Context: an optimization exercise on an open-source flow, tuned for small area, a short achievable clock period and few clock cycles per item. The choices shown serve that exercise and are no tape-out recipe. Only simulation tests tie the RTL to the original design; equivalence was not proved.

==> module alu_arbiter, before the edit <==
module alu_arbiter
#(
    parameter int unsigned WORDSIZE      = 32,
    parameter int unsigned SEL_LINE_SIZE = 4,
    parameter int unsigned NUM_REQ       = 4
) (
    input  logic                              clk,
    input  logic                              rst_n,
    input  logic [NUM_REQ-1:0]                req_valid,
    output logic [NUM_REQ-1:0]                req_ready,
    input  logic [NUM_REQ*WORDSIZE-1:0]       req_a,
    input  logic [NUM_REQ*WORDSIZE-1:0]       req_b,
    input  logic [NUM_REQ*SEL_LINE_SIZE-1:0]  req_sel,
    output logic [NUM_REQ-1:0]                rsp_valid,
    input  logic [NUM_REQ-1:0]                rsp_ready,
    output logic [WORDSIZE-1:0]               rsp_result,
    output logic                              rsp_carry,
    output logic                              busy
);
    localparam int unsigned W     = WORDSIZE;
    localparam int unsigned SW    = SEL_LINE_SIZE;
    localparam int unsigned NR    = NUM_REQ;
    localparam int unsigned IDX_W = (NR > 1) ? $clog2(NR) : 1;
    logic [NR-1:0]    rdy_q;      
    logic [NR-1:0]    lng_q;      
    logic             busy_q;
    logic [NR-1:0]    valid_q;    
    logic [NR-1:0]    msel_q;     
    logic [W-1:0]     s_a, s_b;   
    logic [SW-1:0]    s_sel;
    logic [IDX_W-1:0] s_own;
    logic             s_v;
    logic [W-1:0]     r_res;      
    logic             r_c;
    logic [NR-1:0]    r_vld;
    logic [W-1:0]     k_res;      
    logic             k_c;
    logic [IDX_W-1:0] k_own;
    logic             k_v;
    logic             u_occ;      
    logic [IDX_W-1:0] u_own;
    logic [W-1:0]     in_a, in_b;
    logic [SW-1:0]    in_sel;
    logic [IDX_W-1:0] in_own;
    always_comb begin
        in_a   = '0;
        in_b   = '0;
        in_sel = '0;
        in_own = '0;
        for (int unsigned i = 0; i < NR; i++) begin
            if (msel_q[i]) begin
                in_a   = in_a   | req_a[i*W +: W];
                in_b   = in_b   | req_b[i*W +: W];
                in_sel = in_sel | req_sel[i*SW +: SW];
                in_own = in_own | IDX_W'(i);
            end
        end
    end
    logic [W-1:0] alu_res, u_res;
    logic         alu_c, u_done, u_last;
    alu_arb_core #(.WORDSIZE(W), .SEL_LINE_SIZE(SW)) u_core (
        .a(s_a), .b(s_b), .sel(s_sel), .result(alu_res), .carry(alu_c)
    );
    logic u_ld;
    alu_arb_long #(.W(W), .K(4)) u_long (
        .clk(clk), .ld(u_ld), .div(s_sel == alu_arb_pkg::OP_UDIV), .a(s_a), .b(s_b),
        .res(u_res), .done(u_done), .last(u_last)
    );
    logic [NR-1:0] long_i;      
    logic [1:0]    hold, k_v_t, u_occ_t, r_take;
    logic [2*NR-1:0] lng_t;
    logic [8*NR-1:0] rdy_t;
    alu_arb_ctl #(.NR(NR), .SW(SW), .IDX_W(IDX_W)) u_ctl (
        .rdy_q(rdy_q), .lng_q(lng_q), .valid_q(valid_q), .req_valid(req_valid), .long_i(long_i), .s_v(s_v), .s_sel(s_sel),
        .k_v(k_v), .u_occ(u_occ), .u_done(u_done), .u_last(u_last), .u_own(u_own),
        .hold(hold), .k_v_n(k_v_t), .u_occ_n(u_occ_t), .r_take(r_take), .lng_n(lng_t),
        .rdy_n(rdy_t), .u_ld(u_ld)
    );
    logic L, A, T;
    always_comb begin
        for (int unsigned i = 0; i < NR; i++)
            long_i[i] = (req_sel[i*SW +: SW] == alu_arb_pkg::OP_MUL) ||
                        (req_sel[i*SW +: SW] == alu_arb_pkg::OP_UDIV);
        L = !(|(r_vld & ~rsp_ready));
        A = |(req_valid & rdy_q);
        T = |(long_i & rdy_q);
    end
    logic          s_v_n, k_v_n, u_occ_n;
    logic [1:0]    busy_t;      
    logic [NR-1:0] r_vld_n, lng_n;
    logic [IDX_W-1:0] r_own_src;
    logic [NR-1:0]    r_own_oh;
    always_comb begin
        r_own_src = k_v ? k_own : ((u_occ && u_done) ? u_own : s_own);
        r_own_oh  = '0;
        r_own_oh[r_own_src] = 1'b1;
        s_v_n   = L ? (hold[1] || A) : (hold[0] || A);
        busy_t[0] = hold[0] || k_v_t[0] || (|r_vld) || u_occ_t[0];
        busy_t[1] = hold[1] || k_v_t[1] || r_take[1] || u_occ_t[1];
        k_v_n   = L ? k_v_t[1] : k_v_t[0];
        u_occ_n = L ? u_occ_t[1] : u_occ_t[0];
        r_vld_n = L ? (r_take[1] ? r_own_oh : '0) : r_vld;
        lng_n   = (L ? lng_t[NR +: NR] : lng_t[0 +: NR]) | ((A && T) ? rdy_q : '0);
    end
    always_ff @(posedge clk) begin
        if (!rst_n) begin
            rdy_q   <= NR'(1);
            msel_q  <= NR'(1);
            valid_q <= '0;
            lng_q   <= '0;
            busy_q  <= 1'b0;
            s_v     <= 1'b0;
            k_v     <= 1'b0;
            r_vld   <= '0;
            u_occ   <= 1'b0;
        end else begin
            rdy_q   <= rdy_t[{L, A, T}*NR +: NR];
            msel_q  <= rdy_t[{L, A, T}*NR +: NR] | NR'(!(|rdy_t[{L, A, T}*NR +: NR]));
            valid_q <= req_valid;
            lng_q   <= lng_n;
            busy_q  <= A || (L ? busy_t[1] : busy_t[0]);
            s_v     <= s_v_n;
            k_v     <= k_v_n;
            r_vld   <= r_vld_n;
            u_occ   <= u_occ_n;
        end
    end
    logic s_keep;
    assign s_keep = ~(|rdy_q);
    always_ff @(posedge clk) begin
        s_a   <= (in_a   & {W{!s_keep}})     | (s_a   & {W{s_keep}});
        s_b   <= (in_b   & {W{!s_keep}})     | (s_b   & {W{s_keep}});
        s_sel <= (in_sel & {SW{!s_keep}})    | (s_sel & {SW{s_keep}});
        s_own <= (in_own & {IDX_W{!s_keep}}) | (s_own & {IDX_W{s_keep}});
    end
    logic         k_keep;
    logic [W-1:0] r_src;
    logic         r_src_c;
    assign k_keep  = k_v && !(|(r_vld & rsp_ready));
    assign r_src   = k_v ? k_res : ((u_occ && u_done) ? u_res : alu_res);
    assign r_src_c = k_v ? k_c : (!(u_occ && u_done) && alu_c);
    always_ff @(posedge clk) begin
        k_res <= (alu_res & {W{!k_keep}}) | (k_res & {W{k_keep}});
        k_c   <= (alu_c && !k_keep) || (k_c && k_keep);
        k_own <= (s_own & {IDX_W{!k_keep}}) | (k_own & {IDX_W{k_keep}});
        r_res <= L ? r_src : r_res;
        r_c   <= L ? r_src_c : r_c;
        if (u_ld) u_own <= s_own;
    end
    assign req_ready  = rdy_q;
    assign rsp_valid  = r_vld;
    assign rsp_result = r_res;
    assign rsp_carry  = r_c;
    assign busy       = busy_q;
endmodule
clock: 70.0 ns
lec_check: 0
abc_area: 1
cap_margin: 20
core_margin: 2
core_utilization: 40
slew_margin: 20
standard.sh (not shown) runs the stock make flow with config.mk's settings and CLKGATE_MAP_FILE= SYNTH_SCRIPT=/design/flow/synth_recipe.tcl, a recipe that flattens the netlist after the stock synthesis.
==> flow/flow/run.sh <==
#!/bin/bash
# Layout flow: the standard layout (standard.sh), with the port buffers
# that global placement inserts made sky130_fd_sc_hd__buf_1 instead of the
# cell the resizer picks by default. Everything else is the standard flow.
set -euo pipefail
export BUFFER_PORTS_ARGS="-buffer_cell sky130_fd_sc_hd__buf_1"
bash standard.sh > standard.log 2>&1
Testbench counts at the start, summed over its fixed seeds: cycles 2,420, items 2,048.
Next try:
--- a/flow/design.v
+++ b/flow/design.v
@@ -442,5 +442,5 @@
     logic [W-1:0] r_src;
     logic         r_src_c;
-    assign k_keep  = k_v && !(|(r_vld & rsp_ready));
+    assign k_keep  = k_v && !L;
     assign r_src   = k_v ? k_res : ((u_occ && u_done) ? u_res : alu_res);
     assign r_src_c = k_v ? k_c : (!(u_occ && u_done) && alu_c);
Worst hold slack improved by 0.014 ns.
Design area barely changes.
Synthesized area went down slightly.
Setup slack improved by 0.044 ns.
Routed wire length goes down slightly.
Non-clock buffer count increases by 3.
Die area shrinks slightly.
Clock-buffer cell count went down by 3.
Testbench counts after the change, summed over its fixed seeds: cycles 2,420, items 2,048.

* * *

Another version of the RTL of alu_arbiter (not shown whole).
Size: ~3800 cells after synthesis, about 270 flip-flops.
## alu_arbiter
module alu_arbiter
#(
    parameter int unsigned WORDSIZE      = 32,
    parameter int unsigned SEL_LINE_SIZE = 4,
    parameter int unsigned NUM_REQ       = 4
) (
    input  logic                              clk,
    input  logic                              rst_n,
    input  logic [NUM_REQ-1:0]                req_valid,
    output logic [NUM_REQ-1:0]                req_ready,
    input  logic [NUM_REQ*WORDSIZE-1:0]       req_a,
    input  logic [NUM_REQ*WORDSIZE-1:0]       req_b,
    input  logic [NUM_REQ*SEL_LINE_SIZE-1:0]  req_sel,
    output logic [NUM_REQ-1:0]                rsp_valid,
    input  logic [NUM_REQ-1:0]                rsp_ready,
    output logic [WORDSIZE-1:0]               rsp_result,
    output logic                              rsp_carry,
    output logic                              busy
);
    localparam int unsigned W     = WORDSIZE;
    localparam int unsigned SW    = SEL_LINE_SIZE;
    localparam int unsigned NR    = NUM_REQ;
    localparam int unsigned IDX_W = (NR > 1) ? $clog2(NR) : 1;
    logic [NR-1:0]    rdy_q;      
    logic [NR-1:0]    lng_q;      
    logic             busy_q;
    logic [NR-1:0]    valid_q;    
    logic [NR-1:0]    msel_q;     
    logic [W-1:0]     s_a, s_b;   
    logic [SW-1:0]    s_sel;
    logic [IDX_W-1:0] s_own;
    logic             s_v;
    logic [W-1:0]     r_res;      
    logic             r_c;
    logic [NR-1:0]    r_vld;
    logic [W-1:0]     k_res;      
    logic             k_c;
    logic [IDX_W-1:0] k_own;
    logic             k_v;
    logic             u_occ;      
    logic [IDX_W-1:0] u_own;
    logic [W-1:0]     in_a, in_b;
    logic [SW-1:0]    in_sel;
    logic [IDX_W-1:0] in_own;
    always_comb begin
        in_a   = '0;
        in_b   = '0;
        in_sel = '0;
        in_own = '0;
        for (int unsigned i = 0; i < NR; i++) begin
            if (msel_q[i]) begin
  ...
Settings: LEC_CHECK=0, ABC_AREA=1, CAP_MARGIN=20, CORE_MARGIN=2, CORE_UTILIZATION=40, SLEW_MARGIN=20; clock period 70.0 ns.
Scripts as last shown in full above: flow/flow/run.sh
Testbench counts at the start, summed over its fixed seeds: cycles 2,420, items 2,048.
Change:
--- a/flow/design.v
+++ b/flow/design.v
@@ -164,43 +164,53 @@
             j = (na >= (JW+1)'(NN - 1)) ? JW'(NN - 1) : JW'(na);
         end else begin
             j = (nb >= (JW+1)'(NN - 1)) ? JW'(NN - 1) : JW'(nb);
         end
         src  = (div || swap) ? a : b;
         x_ld = div ? ~b : (swap ? b : a);
         sh   = {{W{1'b0}}, src} << {j, 2'b00};
     end
     logic [W-1:0]  r_s [K+1];
     logic [W-1:0]  q_s [K+1];
+    logic [K-1:0]  bsel_q, tl_q;
     assign r_s[0] = r_q;
     assign q_s[0] = q_q;
     for (genvar s = 0; s < K; s++) begin : g_step
         logic [W:0] t, bb, sm;
         logic       co;
-        assign t  = {r_s[s], div_q & q_s[s][W-1]};
-        assign bb = {div_q, (div_q | q_s[s][W-1]) ? x_q : {W{1'b0}}};
+        assign t  = {r_s[s], tl_q[s]};
+        assign bb = {div_q, bsel_q[s] ? x_q : {W{1'b0}}};
         assign {co, sm} = bk_add(t, bb, div_q);
         assign r_s[s+1] = (div_q && !co) ? t[W-1:0] : sm[W-1:0];
         assign q_s[s+1] = {q_s[s][W-2:0], div_q & co};
     end
+    logic          run, div_n;
+    logic [W-1:0]  q_n;
+    assign run   = !ld && (cnt_q != '0);
+    assign div_n = ld ? div : div_q;
+    assign q_n   = ld ? sh[W-1:0] : (run ? q_s[K] : q_q);
     always_ff @(posedge clk) begin
         if (ld) begin
             r_q   <= sh[2*W-1:W];
             q_q   <= sh[W-1:0];
             x_q   <= x_ld;
             div_q <= div;
             cnt_q <= CW'(W / K) - CW'(j);
         end else if (cnt_q != '0) begin
             r_q   <= r_s[K];
             q_q   <= q_s[K];
             cnt_q <= cnt_q - 1'b1;
         end
+        for (int s = 0; s < K; s++) begin
+            bsel_q[s] <= div_n | q_n[W-1-s];
+            tl_q[s]   <= div_n & q_n[W-1-s];
+        end
     end
     assign done = (cnt_q == '0);
     assign last = (cnt_q == CW'(1));
     assign res  = div_q ? q_q : r_q;
 endmodule
 module alu_arb_ctl
 #(
     parameter int unsigned NR    = 4,
     parameter int unsigned SW    = 4,
     parameter int unsigned IDX_W = 2
@@ -240,41 +250,44 @@
             u_to_r     = l[0] && !k_v && ud;
             s_to_r     = l[0] && !k_v && !ud && s_simple;
             s_to_k     = s_simple && !s_to_r && (l[0] || !k_v);
             hold[l]    = (s_simple && !l[0] && k_v) || (s_long && u_occ);
             k_v_n[l]   = s_to_k || (k_v && !k_to_r);
             u_occ_n[l] = u_ld || (u_occ && !u_to_r);
             r_take[l]  = k_to_r || u_to_r || s_to_r;
             lng_n[l*NR +: NR] = lng_q & ~(u_to_r ? own_u : '0);
         end
     end
-    function automatic logic [NR-1:0] pick(input logic [NR-1:0] elig, input logic a,
-                                           input logic busy_u);
-        logic [NR-1:0]    pref, p1, p2;
-        logic             got;
-        logic [IDX_W-1:0] cur, j;
+    logic [NR-1:0] ahead [NR];    
+    always_comb begin
+        logic [IDX_W-1:0] cur, dj, di;
         cur = '0;
         for (int unsigned i = 0; i < NR; i++) if (rdy_q[i]) cur = IDX_W'(i);
-        p1 = elig & req_valid & ~(a ? rdy_q : '0) & (busy_u ? ~long_i : long_i);
-        p2 = elig & valid_q;
-        if (p1 != '0)      pref = p1;
-        else if (p2 != '0) pref = p2;
-        else               pref = elig;
-        pick = '0;
-        got  = 1'b0;
-        for (int unsigned k = 1; k <= NR; k++) begin
-            j = cur + IDX_W'(k);
-            if (!got && pref[j]) begin
-                got     = 1'b1;
-                pick[j] = 1'b1;
+        for (int unsigned j = 0; j < NR; j++) begin
+            dj = IDX_W'(j) - cur - 1'b1;
+            for (int unsigned i = 0; i < NR; i++) begin
+                di = IDX_W'(i) - cur - 1'b1;
+                ahead[j][i] = (di < dj);
             end
         end
+    end
+    function automatic logic [NR-1:0] rr(input logic [NR-1:0] p);
+        for (int unsigned j = 0; j < NR; j++) rr[j] = p[j] && !(|(p & ahead[j]));
+    endfunction
+    function automatic logic [NR-1:0] pick(input logic [NR-1:0] elig, input logic a,
+                                           input logic busy_u);
+        logic [NR-1:0] p1, p2, r2, e1;
+        p2 = elig & valid_q;
+        r2 = rr((p2 != '0) ? p2 : elig);
+        e1 = elig & ~(a ? rdy_q : '0);
+        p1 = req_valid & ((e1 & {NR{busy_u}} & ~long_i) | (e1 & {NR{!busy_u}} & long_i));
+        pick = rr(p1) | (r2 & {NR{!(|p1)}});
     endfunction
     logic [NR-1:0] pk [3];
     always_comb begin
         for (int c = 0; c < 3; c++) begin    
             logic a, t, busy_u;
             a = (c != 0);
             t = (c == 2);
             busy_u = (u_occ_n[1] && !(u_occ && !u_ld && (u_done || u_last) && !k_v_n[1])) ||
                      (!a && hold[1] && s_long) || (a && t);
             pk[c] = pick(~(lng_n[NR +: NR] | ((a && t) ? rdy_q : '0)), a, busy_u);
@@ -400,21 +413,21 @@
             msel_q  <= NR'(1);
             valid_q <= '0;
             lng_q   <= '0;
             busy_q  <= 1'b0;
             s_v     <= 1'b0;
             k_v     <= 1'b0;
             r_vld   <= '0;
             u_occ   <= 1'b0;
         end else begin
             rdy_q   <= rdy_t[{L, A, T}*NR +: NR];
-            if (|rdy_t[{L, A, T}*NR +: NR]) msel_q <= rdy_t[{L, A, T}*NR +: NR];
+            msel_q  <= rdy_t[{L, A, T}*NR +: NR] | NR'(!(|rdy_t[{L, A, T}*NR +: NR]));
             valid_q <= req_valid;
             lng_q   <= lng_n;
             busy_q  <= A || (L ? busy_t[1] : busy_t[0]);
             s_v     <= s_v_n;
             k_v     <= k_v_n;
             r_vld   <= r_vld_n;
             u_occ   <= u_occ_n;
         end
     end
     logic s_keep;
Result:
- worst hold slack hardly moves
- critical path depth shrinks by 13
- global-route usage shrinks by 0.47 points
- via count grows by a few percent
- final area grows by a few percent
- area after synthesis grows by a few percent
- flip-flop and latch count grows by 5
- utilization is about the same
- die area grows by a few percent
- count of clock-buffer cells in the layout grows by 4
- sequential share of layout area shrinks by 0.20 points
Testbench counts after the change, summed over its fixed seeds: cycles 2,420, items 2,048.

-- port drivers added, routing unchanged --
In the flow no input, the clock included, has a driving cell. The finished layouts below were timed again as built, in two steps.
Step 1, drivers: a clkbuf_16 drives clk and a buf_2 each remaining input, both assumed.
Step 2, shift: input delay + t, output delay - t, t = (earliest + latest rising clock arrival at the registers) / 2. This alone moves slack from input paths to output paths.
Slacks: no drivers / after step 1 / after step 2; pairs: no drivers / after step 1.
run | t, ns | setup WS [ns] | worst setup path at the end | slew at the worst register clock pin (ns) | cell pins on the clock port's net
the first run of note 1 | 0.665 | 54.251 / 54.187 / 53.727 | input to register | 0.07 / 0.07 | 1
the second run of note 1 | 0.665 | 54.296 / 54.237 / 53.736 | input to register | 0.07 / 0.07 | 1
the first run of note 2 | 0.663 | 53.701 / 53.738 / 53.076 | input to register | 0.07 / 0.07 | 1
the second run of note 2 | 0.641 | 54.079 / 54.113 / 53.473 | input to register | 0.07 / 0.07 | 1
After both steps setup and hold are still met in every run listed. For the first run of note 2, which loses most, drivers alone change the setup slack by +0.037 ns; drivers and shift together by -0.625 ns.
